This is an optimization exercise on Yosys and OpenROAD, whose aim is small area, a short achievable clock period and few clock cycles per item, not a production implementation. RTL that was checked went through simulation tests only; none was proved equivalent to the original. No activity file was given, so power comes from the tool's default toggle rates.

==> flow/design.v <==
`timescale 1ns/1ps
`default_nettype none
package wl_data_pkg;
    typedef logic [8-1:0] weight_t;
    typedef logic [4*8-1:0] weight_vec_t;
    typedef union packed {
        weight_vec_t                  by_ch;     
        weight_t [4-1:0]     by_col;    
    } rom_word_u;
    typedef logic [4*4*4*8-1:0] kernel_t;
endpackage
`default_nettype wire
`timescale 1ns/1ps
`default_nettype none
package wl_ctrl_pkg;
    typedef logic [14-1:0]   rom_addr_t;    
    typedef logic [7-1:0]  group_t;       
    typedef logic [6-1:0] out_ch_t;      
    typedef logic [$clog2(4)-1:0]            row_t;   
    typedef logic [$clog2(4*4)-1:0] pos_t;   
    typedef enum logic [1:0] {
        SEQ_IDLE,
        SEQ_RUN,
        SEQ_DONE
    } seq_state_t;
    typedef enum logic [2:0] {
        L_IDLE,
        L_SKEW,      
        L_BURST,     
        L_GAP,       
        L_DONE
    } lane_state_t;
endpackage
`default_nettype wire
`timescale 1ns/1ps
`default_nettype none
module weight_loader (
    input  logic                     clk,
    input  logic                     reset,
    input  logic                     start,
    input  logic                     stall,          
    input  logic                     single_ch,      
    input  logic [6:0]               ch_groups,
    input  logic [5:0]               out_ch,
    input  logic [13:0]              base_addr,
    input  logic [31:0]              rom_data_0,
    input  logic [31:0]              rom_data_1,
    input  logic [31:0]              rom_data_2,
    input  logic [31:0]              rom_data_3,
    output logic                     rom_rd_en,
    output logic [13:0]              rom_addr,
    output logic [127:0]             col_weights,    
    output logic                     idle,
    output logic                     done
);
    logic        run_q;          
    logic        done_q;         
    logic [2:0]  ph_q;           
    logic [1:0]  row_q;          
    logic [6:0]  grp_q;          
    logic        rdn_q;          
    logic        rdv_q;          
    logic [13:0] addr_q;         
    logic [3:0]  vn_q;           
    logic [3:0]  vhn_q;          
    logic        step;
    logic        go;
    logic        pre;
    logic        last;
    logic        ph6;
    logic        row3;
    logic        fin;
    logic        v0_n;
    logic        horner;
    logic        hb_n;
    logic        hb_q;           
    logic [13:0] add_b;
    logic [13:0] sum;
    logic [11:0] mcand;          
    assign step = !stall;
    assign go   = start && !run_q;
    assign pre  = (grp_q == 7'd0);            
    assign last = (grp_q == ch_groups);
    assign ph6  = (ph_q == 3'd6);
    assign row3 = (row_q == 2'd3);
    assign fin  = ph6 && row3 && last;
    assign v0_n = run_q && (ph6 ? (row3 ? !last : !pre) : (ph_q < 3'd3 && !pre));
    assign horner = pre && !(row3 && (ph_q == 3'd5 || ph_q == 3'd6));
    assign mcand  = c3_q[11:0];
    always_comb begin
        case ({row_q[0], ph_q})
            4'b0_101: hb_n = ch_groups[1];
            4'b0_110: hb_n = ch_groups[2];
            4'b1_000: hb_n = ch_groups[3];
            4'b1_001: hb_n = ch_groups[4];
            4'b1_010: hb_n = ch_groups[5];
            default:  hb_n = ch_groups[6];
        endcase
        if (go)   hb_n = ch_groups[0];
    end
    always_comb begin
        if (horner) add_b = hb_q ? {mcand, 2'b00} : 14'd0;
        else        add_b = single_ch ? 14'd4 : 14'd1;
    end
    assign sum = addr_q + add_b;
    always_ff @(posedge clk) begin
        if (reset) begin
            run_q  <= 1'b0;
            done_q <= 1'b0;
            rdn_q  <= 1'b1;
            vn_q   <= '1;
            vhn_q  <= '1;
        end else if (step) begin
            vn_q  <= {vn_q[2:0], !v0_n};
            vhn_q <= {vhn_q[2:0], !(v0_n && !single_ch)};
            if (go) begin
                run_q  <= 1'b1;
                done_q <= 1'b0;
                rdn_q  <= 1'b1;
            end else if (run_q) begin
                if (fin) begin
                    run_q  <= 1'b0;
                    done_q <= 1'b1;
                end
                rdn_q <= !((ph_q == 3'd4) &&
                          (single_ch ? (row3 && !last) : (!row3 || !last)));
            end
        end
    end
    always_ff @(posedge clk) begin
        if (step) begin
            hb_q <= hb_n;
            if (go) begin
                ph_q  <= 3'd5;
                row_q <= 2'd2;
                grp_q <= '0;
            end else begin
                ph_q <= ph6 ? 3'd0 : ph_q + 3'd1;
                if (ph6) begin
                    row_q <= row_q + 2'd1;
                    if (row3) grp_q <= grp_q + 7'd1;
                end
            end
        end
    end
    assign rom_rd_en = !(rdn_q || stall);
    assign rom_addr  = addr_q;
    always_ff @(posedge clk) begin
        rdv_q <= rom_rd_en && !reset;
        if (step && go) begin
            addr_q <= base_addr;
        end else if ((step && run_q && horner) || rom_rd_en) begin
            addr_q <= sum;
        end
    end
    assign idle = !run_q;
    assign done = done_q;
    logic [31:0] rn_q [4];       
    logic [31:0] c3_q;           
    logic        dstep;          
    logic        reg_m;
    logic        sgl_m;
    logic        ph0, ph1, ph2, ph012;
    logic        row0, row1, row2;
    assign dstep = step && run_q;
    assign reg_m = dstep && !single_ch;
    assign sgl_m = dstep && single_ch;
    assign ph0   = (ph_q == 3'd0);
    assign ph1   = (ph_q == 3'd1);
    assign ph2   = (ph_q == 3'd2);
    assign ph012 = (ph_q < 3'd3);
    assign row0  = (row_q == 2'd0);
    assign row1  = (row_q == 2'd1);
    assign row2  = (row_q == 2'd2);
    always_ff @(posedge clk) begin
        if (rdv_q) begin
            c3_q <= rom_data_3;
        end else if (step && go) begin
            c3_q[11:0] <= 12'(out_ch);
        end else if (step && run_q && horner) begin
            c3_q[11:0] <= {c3_q[10:0], 1'b0};
        end
    end
    logic        s_r1, s_r2, s_c3, s_sh;     
    logic        t_r1, t_r2, t_c3;           
    logic        t_f1, t_f2;                 
    logic        s0_sh;                      
    logic        s0_r1, s0_r2;               
    logic        r0_en;
    logic [31:0] r0_n;
    always_comb begin
        s0_r1 = reg_m && ph0;
        s0_r2 = reg_m && ph1;
        s_c3  = (reg_m && ph2) || (sgl_m && ph6 && row2);
        s_r1  = s0_r1 || (sgl_m && ph6 && row0);
        s_r2  = s0_r2 || (sgl_m && ph6 && row1);
        s_sh  = sgl_m && ph012;
        s0_sh = s_sh || (sgl_m && ph6 && (row0 || row1));
        t_r1  = s_r1 || (sgl_m && ph0 && row1);
        t_r2  = s_r2;
        t_c3  = s_c3;
        t_f1  = sgl_m && ph0 && !row1;
        t_f2  = sgl_m && !ph0 && ph012;
        r0_en = rdv_q || s0_r1 || s0_r2 || s_c3 || s_r1 || s_r2 || s_sh || s0_sh;
        r0_n[7:0]   = ({8{rdv_q}} & ~rom_data_0[7:0])
                    | ({8{s0_r1}} & rn_q[1][7:0])
                    | ({8{s0_r2}} & rn_q[2][7:0])
                    | ({8{s_c3}}  & ~c3_q[7:0])
                    | ({8{s0_sh}} & rn_q[0][15:8]);
        r0_n[23:8]  = ({16{rdv_q}} & ~rom_data_0[23:8])
                    | ({16{s_r1}}  & rn_q[1][23:8])
                    | ({16{s_r2}}  & rn_q[2][23:8])
                    | ({16{s_c3}}  & ~c3_q[23:8])
                    | ({16{s_sh}}  & rn_q[0][31:16]);
        r0_n[31:24] = ({8{rdv_q}} & ~rom_data_0[31:24])
                    | ({8{t_r1}}  & rn_q[1][31:24])
                    | ({8{t_r2}}  & rn_q[2][31:24])
                    | ({8{t_c3}}  & ~c3_q[31:24])
                    | ({8{t_f1}}  & rn_q[1][7:0])
                    | ({8{t_f2}}  & rn_q[2][7:0]);
    end
    always_ff @(posedge clk) begin
        if (r0_en) rn_q[0] <= r0_n;
    end
    logic        c1_lo_en, c1_mid_en, c1_hi_en, c1_park;
    assign c1_lo_en  = rdv_q || (step && !ph6);
    assign c1_mid_en = rdv_q || (step && !ph6 && !single_ch);
    assign c1_park   = sgl_m && ph6 && row0;
    assign c1_hi_en  = c1_mid_en || c1_park;
    always_ff @(posedge clk) begin
        if (c1_lo_en)  rn_q[1][7:0]  <= rdv_q ? ~rom_data_1[7:0] : rn_q[0][7:0];
        if (c1_mid_en) rn_q[1][23:8] <= rdv_q ? ~rom_data_1[23:8] : rn_q[0][23:8];
        if (c1_hi_en)  rn_q[1][31:24] <= ({8{rdv_q}} & ~rom_data_1[31:24])
                                       | ({8{!rdv_q && !c1_park}} & rn_q[0][31:24])
                                       | ({8{!rdv_q && c1_park}} & rn_q[0][23:16]);
    end
    logic        c2_lo_en, c2_hi_en;
    assign c2_lo_en = rdv_q || (step && !ph6 && !ph0);
    assign c2_hi_en = rdv_q || (step && !ph6 && !ph0 && !single_ch);
    always_ff @(posedge clk) begin
        if (c2_lo_en) rn_q[2][7:0]  <= rdv_q ? ~rom_data_2[7:0] : rn_q[1][7:0];
        if (c2_hi_en) rn_q[2][31:8] <= rdv_q ? ~rom_data_2[31:8] : rn_q[1][31:8];
    end
    always_ff @(posedge clk) begin
        if (step) rn_q[3] <= rn_q[2];
    end
    for (genvar i = 0; i < 4; i++) begin : g_col
        assign col_weights[32*i +: 8]      = ~(rn_q[i][7:0]  | {8{vn_q[i]}});
        assign col_weights[32*i + 8 +: 24] = ~(rn_q[i][31:8] | {24{vhn_q[i]}});
    end
endmodule
`default_nettype wire
Settings: LEC_CHECK=0, CAP_MARGIN=20, CORE_MARGIN=2, CORE_UTILIZATION=40, CTS_BUF_LIST=sky130_fd_sc_hd__clkbuf_8, CTS_CLUSTER_SIZE=30, PLACE_DENSITY=0.6, SETUP_SLACK_MARGIN=4.5, SLEW_MARGIN=20; clock period 8.0 ns.
standard.sh (not shown) runs the stock make flow with config.mk's settings and CLKGATE_MAP_FILE= SYNTH_SCRIPT=/design/flow/synth_recipe.tcl, a recipe that flattens the netlist after the stock synthesis.
==> flow/flow/run.sh <==
#!/bin/bash
# The standard layout, with the port buffers made of the smallest buffer cell
# instead of the default choice. Each tool's output goes to ORFS's own logs
# under orfs/logs/; make's output goes to standard.log.
set -euo pipefail
export BUFFER_PORTS_ARGS="-buffer_cell sky130_fd_sc_hd__buf_1"
bash standard.sh > standard.log 2>&1
Change:
--- a/flow/design.v
+++ b/flow/design.v
@@ -58,7 +58,7 @@
     logic [2:0]  ph_q;           
     logic [1:0]  row_q;          
     logic [6:0]  grp_q;          
-    logic        rdn_q;          
+    logic        rd_q;           
     logic        rdv_q;          
     logic [13:0] addr_q;         
     logic [3:0]  vn_q;           
@@ -107,7 +107,7 @@
         if (reset) begin
             run_q  <= 1'b0;
             done_q <= 1'b0;
-            rdn_q  <= 1'b1;
+            rd_q   <= 1'b0;
             vn_q   <= '1;
             vhn_q  <= '1;
         end else if (step) begin
@@ -116,14 +116,14 @@
             if (go) begin
                 run_q  <= 1'b1;
                 done_q <= 1'b0;
-                rdn_q  <= 1'b1;
+                rd_q   <= 1'b0;
             end else if (run_q) begin
                 if (fin) begin
                     run_q  <= 1'b0;
                     done_q <= 1'b1;
                 end
-                rdn_q <= !((ph_q == 3'd4) &&
-                          (single_ch ? (row3 && !last) : (!row3 || !last)));
+                rd_q <= (ph_q == 3'd4) &&
+                        (single_ch ? (row3 && !last) : (!row3 || !last));
             end
         end
     end
@@ -143,7 +143,7 @@
             end
         end
     end
-    assign rom_rd_en = !(rdn_q || stall);
+    assign rom_rd_en = rd_q && !stall;
     assign rom_addr  = addr_q;
     always_ff @(posedge clk) begin
         rdv_q <= rom_rd_en && !reset;
What happened:
- The new run finished clean
- setup slack got worse by 230 ps
- clock-buffer cell count is unchanged
- global-route usage rises by 0.28 points
- wire length increases by 1.9%
- sequential power is about the same
- first-iteration DRC count went down by 17%
- maximum frequency falls by 6.1%
- via count is about the same
- cell area rises by 0.58%
- critical path depth rises by 3
- sequential cell count is unchanged
- die area stays flat
Testbench counts after the change, summed over its fixed seeds: cycles 14,620, groups 499.
The RTL of the first run of this note was laid out without a check of its function.

port drivers added, routing unchanged:
The results above use ideal ports. As a check the final layouts listed here were re-extracted and re-timed, cells and wires unchanged.
Step 1 sets driving cells, clkbuf_16 on the clock port and buf_2 on the other inputs (assumed; they add their load-dependent delay and slew).
Step 2 adds t to the input delays and takes it off the output delays; t is the mean of the earliest and latest rising clock arrival at the registers after step 1. Input paths then give back, and output paths get back, about the clock's delay inside the block.
a / b / c = ideal / step 1 / step 2; a / b = the first two.
run	shift t [ns]	setup WS [ns]	slew at the worst register clock pin (ns)
the first run	0.538	4.419 / 4.376 / 4.065	0.12 / 0.12
the second run	0.512	4.185 / 4.119 / 4.026	0.12 / 0.12
After both steps every run listed still meets setup and hold. For the first run, which loses most, drivers alone change the setup slack by -0.043 ns; drivers and shift together by -0.354 ns.
